This is an optimization exercise on Yosys and OpenROAD, whose aim is small area, not a production implementation. RTL that was checked went through simulation tests only; none was proved equivalent to the original. Power is estimated from default activity; no workload was simulated.

==> run C: inputs <==
## requant_top
module requant_top
#(
    parameter int DN     = 6,
    parameter int GROUPS = 4
) (
    input  logic                        clk,
    input  logic                        rst_n,
    input  logic [DN*ACC_W-1:0]         acc_data,
    input  logic                        acc_valid,
    input  logic [$clog2(GROUPS)-1:0]   grp,
    input  logic [SHIFT_W-1:0]          n,
    input  logic                        relu_en,
    input  logic                        scale_we,
    input  logic [$clog2(GROUPS)-1:0]   scale_addr,
    input  logic [DN*MANT_W-1:0]        scale_wdata,
    output logic [DN*ACT_W-1:0]         act_data,
    output logic                        act_valid
);
==> module scale_table, before the edit <==
module scale_table
#(
    parameter int DN     = 6,
    parameter int GROUPS = 4
) (
    input  logic                        clk,
    input  logic                        rst_n,
    input  logic                        scale_we,
    input  logic [$clog2(GROUPS)-1:0]   scale_addr,
    input  logic [DN*MANT_W-1:0]        scale_wdata,
    input  logic [$clog2(GROUPS)-1:0]   grp,
    output logic [DN*MANT_W-1:0]        rd_scale
);
    localparam int WW = DN * MANT_W;
    logic [GROUPS*WW-1:0] mem;
    logic [GROUPS-1:0]    wr_seen;
    for (genvar g = 0; g < GROUPS; g++) begin : g_word
        always_ff @(posedge clk) begin
            if (scale_we && scale_addr == g) begin
                mem[g*WW +: WW] <= scale_wdata;
            end
        end
        always_ff @(posedge clk or negedge rst_n) begin
            if (!rst_n) begin
                wr_seen[g] <= 1'b0;
            end else if (scale_we && scale_addr == g) begin
                wr_seen[g] <= 1'b1;
            end
        end
    end
    assign rd_scale = wr_seen[grp] ? mem[grp*WW +: WW] : '0;
endmodule
==> module requant_lanes, before the edit <==
module requant_lanes (
    input  logic [PROD_W-1:0]    prod,
    input  logic [1:0]           sel,
    input  logic [SHIFT_W-1:0]   n,
    input  logic                 relu_en,
    output logic [ACT_W-1:0]     res
);
    logic [SHIFT_W-1:0] lo;
    logic [SHIFT_W-1:0] sh;
    logic               sgn;
    logic [26:0]        ext;
    logic [26:0]        win;
    logic [7:0]         f8;
    logic               g;
    logic               fits;
    logic [17:7]        run;
    logic               zero;
    logic [8:0]         inc;
    always_comb begin
        case (sel)
            WIN_8:   lo = 5'd8;
            WIN_5:   lo = 5'd5;
            WIN_3:   lo = 5'd3;
            default: lo = 5'd13;
        endcase
        sh  = n - lo;
        sgn = prod[PROD_W-1];
        ext = {{8{sgn}}, prod, 1'b0};
        win = ext >> sh[4:0];
        g   = win[0];
        f8  = win[8:1];
        run[17] = 1'b1;
        for (int k = 16; k >= 7; k--) begin
            run[k] = run[k+1] & (prod[k] == sgn);
        end
        fits = (sh >= 5'd10) ? 1'b1 : run[sh + 5'd7];
        zero = (sh >= 5'd18) || (relu_en && sgn);
        inc = {1'b0, f8} + {8'd0, g};
        if (zero) begin
            res = '0;
        end else if (!fits || (inc[7] && !f8[7])) begin
            res = sgn ? ACT_MIN : ACT_MAX;
        end else begin
            res = inc[7:0];
        end
    end
endmodule
==> module requant_top, before the edit <==
module requant_top
#(
    parameter int DN     = 6,
    parameter int GROUPS = 4
) (
    input  logic                        clk,
    input  logic                        rst_n,
    input  logic [DN*ACC_W-1:0]         acc_data,
    input  logic                        acc_valid,
    input  logic [$clog2(GROUPS)-1:0]   grp,
    input  logic [SHIFT_W-1:0]          n,
    input  logic                        relu_en,
    input  logic                        scale_we,
    input  logic [$clog2(GROUPS)-1:0]   scale_addr,
    input  logic [DN*MANT_W-1:0]        scale_wdata,
    output logic [DN*ACT_W-1:0]         act_data,
    output logic                        act_valid
);
    logic [DN*MANT_W-1:0] rd_scale;
    scale_table #(
        .DN          (DN),
        .GROUPS      (GROUPS)
    ) u_scale_table (
        .clk         (clk),
        .rst_n       (rst_n),
        .scale_we    (scale_we),
        .scale_addr  (scale_addr),
        .scale_wdata (scale_wdata),
        .grp         (grp),
        .rd_scale    (rd_scale)
    );
    logic [SHIFT_W-1:0] n_q;
    logic               relu_q;
    always_ff @(posedge clk) begin
        n_q    <= n;
        relu_q <= relu_en;
    end
    for (genvar i = 0; i < DN; i++) begin : g_lane
        logic [MANT_W-1:0] win;
        logic [1:0]        sel;
        logic [PROD_W-1:0] prod_q;
        logic [1:0]        sel_q;
        logic [PROD_W-1:0] prod;
        bw_mul9 u_mul (
            .a (win),
            .b (rd_scale[i*MANT_W +: MANT_W]),
            .p (prod)
        );
        acc_normalize u_norm (
            .a   (acc_data[i*ACC_W +: ACC_W]),
            .win (win),
            .sel (sel)
        );
        always_ff @(posedge clk) begin
            prod_q <= prod;
            sel_q  <= sel;
        end
        requant_lanes u_lane (
            .prod    (prod_q),
            .sel     (sel_q),
            .n       (n_q),
            .relu_en (relu_q),
            .res     (act_data[i*ACT_W +: ACT_W])
        );
    end
    always_ff @(posedge clk or negedge rst_n) begin
        if (!rst_n) begin
            act_valid <= 1'b0;
        end else begin
            act_valid <= acc_valid;
        end
    end
endmodule
clock: 6.5 ns
lec_check: 0
cap_margin: 20
core_margin: 2
core_utilization: 40
gpl_timing_driven: 0
slew_margin: 20
run.sh (not shown) runs the stock make flow with config.mk's settings and CLKGATE_MAP_FILE= SYNTH_SCRIPT=/design/flow/synth_recipe.tcl, a recipe that flattens the netlist after the stock synthesis.
==> inputs of run A, as changes to run C <==
--- a/flow/design.v
+++ b/flow/design.v
@@ -60,3 +60,4 @@
     input  logic [$clog2(GROUPS)-1:0]   grp,
-    output logic [DN*MANT_W-1:0]        rd_scale
+    output logic [DN*MANT_W-1:0]        rd_scale,
+    output logic                        rd_zero
 );
@@ -79,3 +80,4 @@
     end
-    assign rd_scale = wr_seen[grp] ? mem[grp*WW +: WW] : '0;
+    assign rd_scale = mem[grp*WW +: WW];
+    assign rd_zero  = !wr_seen[grp];
 endmodule
@@ -85,4 +87,4 @@
     input  logic [PROD_W-1:0]    prod,
-    input  logic [1:0]           sel,
-    input  logic [SHIFT_W-1:0]   n,
+    input  logic [SHIFT_W-1:0]   sh,
+    input  logic                 zero_scale,
     input  logic                 relu_en,
@@ -90,4 +92,2 @@
 );
-    logic [SHIFT_W-1:0] lo;
-    logic [SHIFT_W-1:0] sh;
     logic               sgn;
@@ -99,15 +99,8 @@
     logic [17:7]        run;
+    logic [8:0]         cy;
     logic               zero;
-    logic [8:0]         inc;
     always_comb begin
-        case (sel)
-            WIN_8:   lo = 5'd8;
-            WIN_5:   lo = 5'd5;
-            WIN_3:   lo = 5'd3;
-            default: lo = 5'd13;
-        endcase
-        sh  = n - lo;
         sgn = prod[PROD_W-1];
         ext = {{8{sgn}}, prod, 1'b0};
-        win = ext >> sh[4:0];
+        win = ext >> sh;
         g   = win[0];
@@ -119,10 +112,15 @@
         fits = (sh >= 5'd10) ? 1'b1 : run[sh + 5'd7];
-        zero = (sh >= 5'd18) || (relu_en && sgn);
-        inc = {1'b0, f8} + {8'd0, g};
+        zero = (sh >= 5'd18) || zero_scale || (relu_en && sgn);
+        for (int k = 0; k <= 8; k++) begin
+            cy[k] = g;
+            for (int j = 0; j < k; j++) begin
+                cy[k] = cy[k] & f8[j];
+            end
+        end
         if (zero) begin
             res = '0;
-        end else if (!fits || (inc[7] && !f8[7])) begin
+        end else if (!fits || (cy[7] && !f8[7])) begin
             res = sgn ? ACT_MIN : ACT_MAX;
         end else begin
-            res = inc[7:0];
+            res = f8 ^ cy[7:0];
         end
@@ -548,2 +546,3 @@
     logic [DN*MANT_W-1:0] rd_scale;
+    logic                 rd_zero;
     scale_table #(
@@ -558,21 +557,18 @@
         .grp         (grp),
-        .rd_scale    (rd_scale)
+        .rd_scale    (rd_scale),
+        .rd_zero     (rd_zero)
     );
-    logic [SHIFT_W-1:0] n_q;
-    logic               relu_q;
+    logic relu_q;
+    logic zero_q;
     always_ff @(posedge clk) begin
-        n_q    <= n;
         relu_q <= relu_en;
+        zero_q <= rd_zero;
     end
     for (genvar i = 0; i < DN; i++) begin : g_lane
-        logic [MANT_W-1:0] win;
-        logic [1:0]        sel;
-        logic [PROD_W-1:0] prod_q;
-        logic [1:0]        sel_q;
-        logic [PROD_W-1:0] prod;
-        bw_mul9 u_mul (
-            .a (win),
-            .b (rd_scale[i*MANT_W +: MANT_W]),
-            .p (prod)
-        );
+        logic [MANT_W-1:0]  win;
+        logic [1:0]         sel;
+        logic [SHIFT_W-1:0] lo;
+        logic [PROD_W-1:0]  prod;
+        logic [PROD_W-1:0]  prod_q;
+        logic [SHIFT_W-1:0] sh_q;
         acc_normalize u_norm (
@@ -582,12 +578,25 @@
         );
+        bw_mul9 u_mul (
+            .a (win),
+            .b (rd_scale[i*MANT_W +: MANT_W]),
+            .p (prod)
+        );
+        always_comb begin
+            case (sel)
+                WIN_8:   lo = 5'd8;
+                WIN_5:   lo = 5'd5;
+                WIN_3:   lo = 5'd3;
+                default: lo = 5'd13;
+            endcase
+        end
         always_ff @(posedge clk) begin
             prod_q <= prod;
-            sel_q  <= sel;
+            sh_q   <= n - lo;
         end
         requant_lanes u_lane (
-            .prod    (prod_q),
-            .sel     (sel_q),
-            .n       (n_q),
-            .relu_en (relu_q),
-            .res     (act_data[i*ACT_W +: ACT_W])
+            .prod       (prod_q),
+            .sh         (sh_q),
+            .zero_scale (zero_q),
+            .relu_en    (relu_q),
+            .res        (act_data[i*ACT_W +: ACT_W])
         );
==> out/qor.csv <==
stage,metric,value,unit
power_and_ir_drop,sequential cell fraction of total power,19.3,%
sta,setup violators final,9,
route,Routed met3 length,8082,um
cells_and_area,final design utilization,49.23,%
run_status,status,"complete, but fails checks",
sta,least setup slack across all paths after layout,-0.2773,ns
cells_and_area,layout overhead on the synthesized area,22.60,%
placement,Setup Slack @ Placement,-2.629,ns
global_route,total track usage,22.75,%
run_status,set of violated layout checks,negative setup slack,
(the above is from run C)
==> out/qor.csv <==
stage,metric,value,unit
yosys,combinational family with the most area after synthesis,adder cells,
route,Routed met3 length,6686,um
sta,least setup slack across all paths after layout,0.1446,ns
critical_path,Critical Path Source,acc_data[128],
run_status,status,timing/DRC/antenna clean,
yosys,largest cells by area after synthesis,"edfxtp_1, fa_1, ha_1",
sta,setup violators final,0,
power_and_ir_drop,sequential cell fraction of total power,20.9,%
cells_and_area,layout overhead on the synthesized area,20.76,%
placement,Setup Slack @ Placement,-1.438,ns
(the above is from run A)
Function not checked in run C: the RTL went through the layout flow alone.

[static timing again, ports no longer ideal]
In the flow no input, the clock included, has a driving cell. The finished layouts below were timed again as built, in two steps. Step 1: set_driving_cell puts a clkbuf_16 on clk and a buf_2 on each other input, an assumption about the parent block. Step 2 adds t to the input delays and takes it off the output delays; t is the mean of the earliest and latest rising clock arrival at the registers after step 1. Input paths then give back, and output paths get back, about the clock's delay inside the block. Three values: ideal ports, drivers, drivers and shift; two values: the first two.
run	t, ns	setup WS [ns]	slew at the worst register clock pin (ns)
run C	0.639	-0.277 / -0.340 / -0.439	0.06 / 0.06
run A	0.645	0.145 / 0.137 / -0.501	0.07 / 0.07
With both steps, setup timing fails in run A, where it was met with ideal ports. The setup slack of run A, which loses most, moves by -0.008 ns with the drivers and by -0.646 ns with both steps.
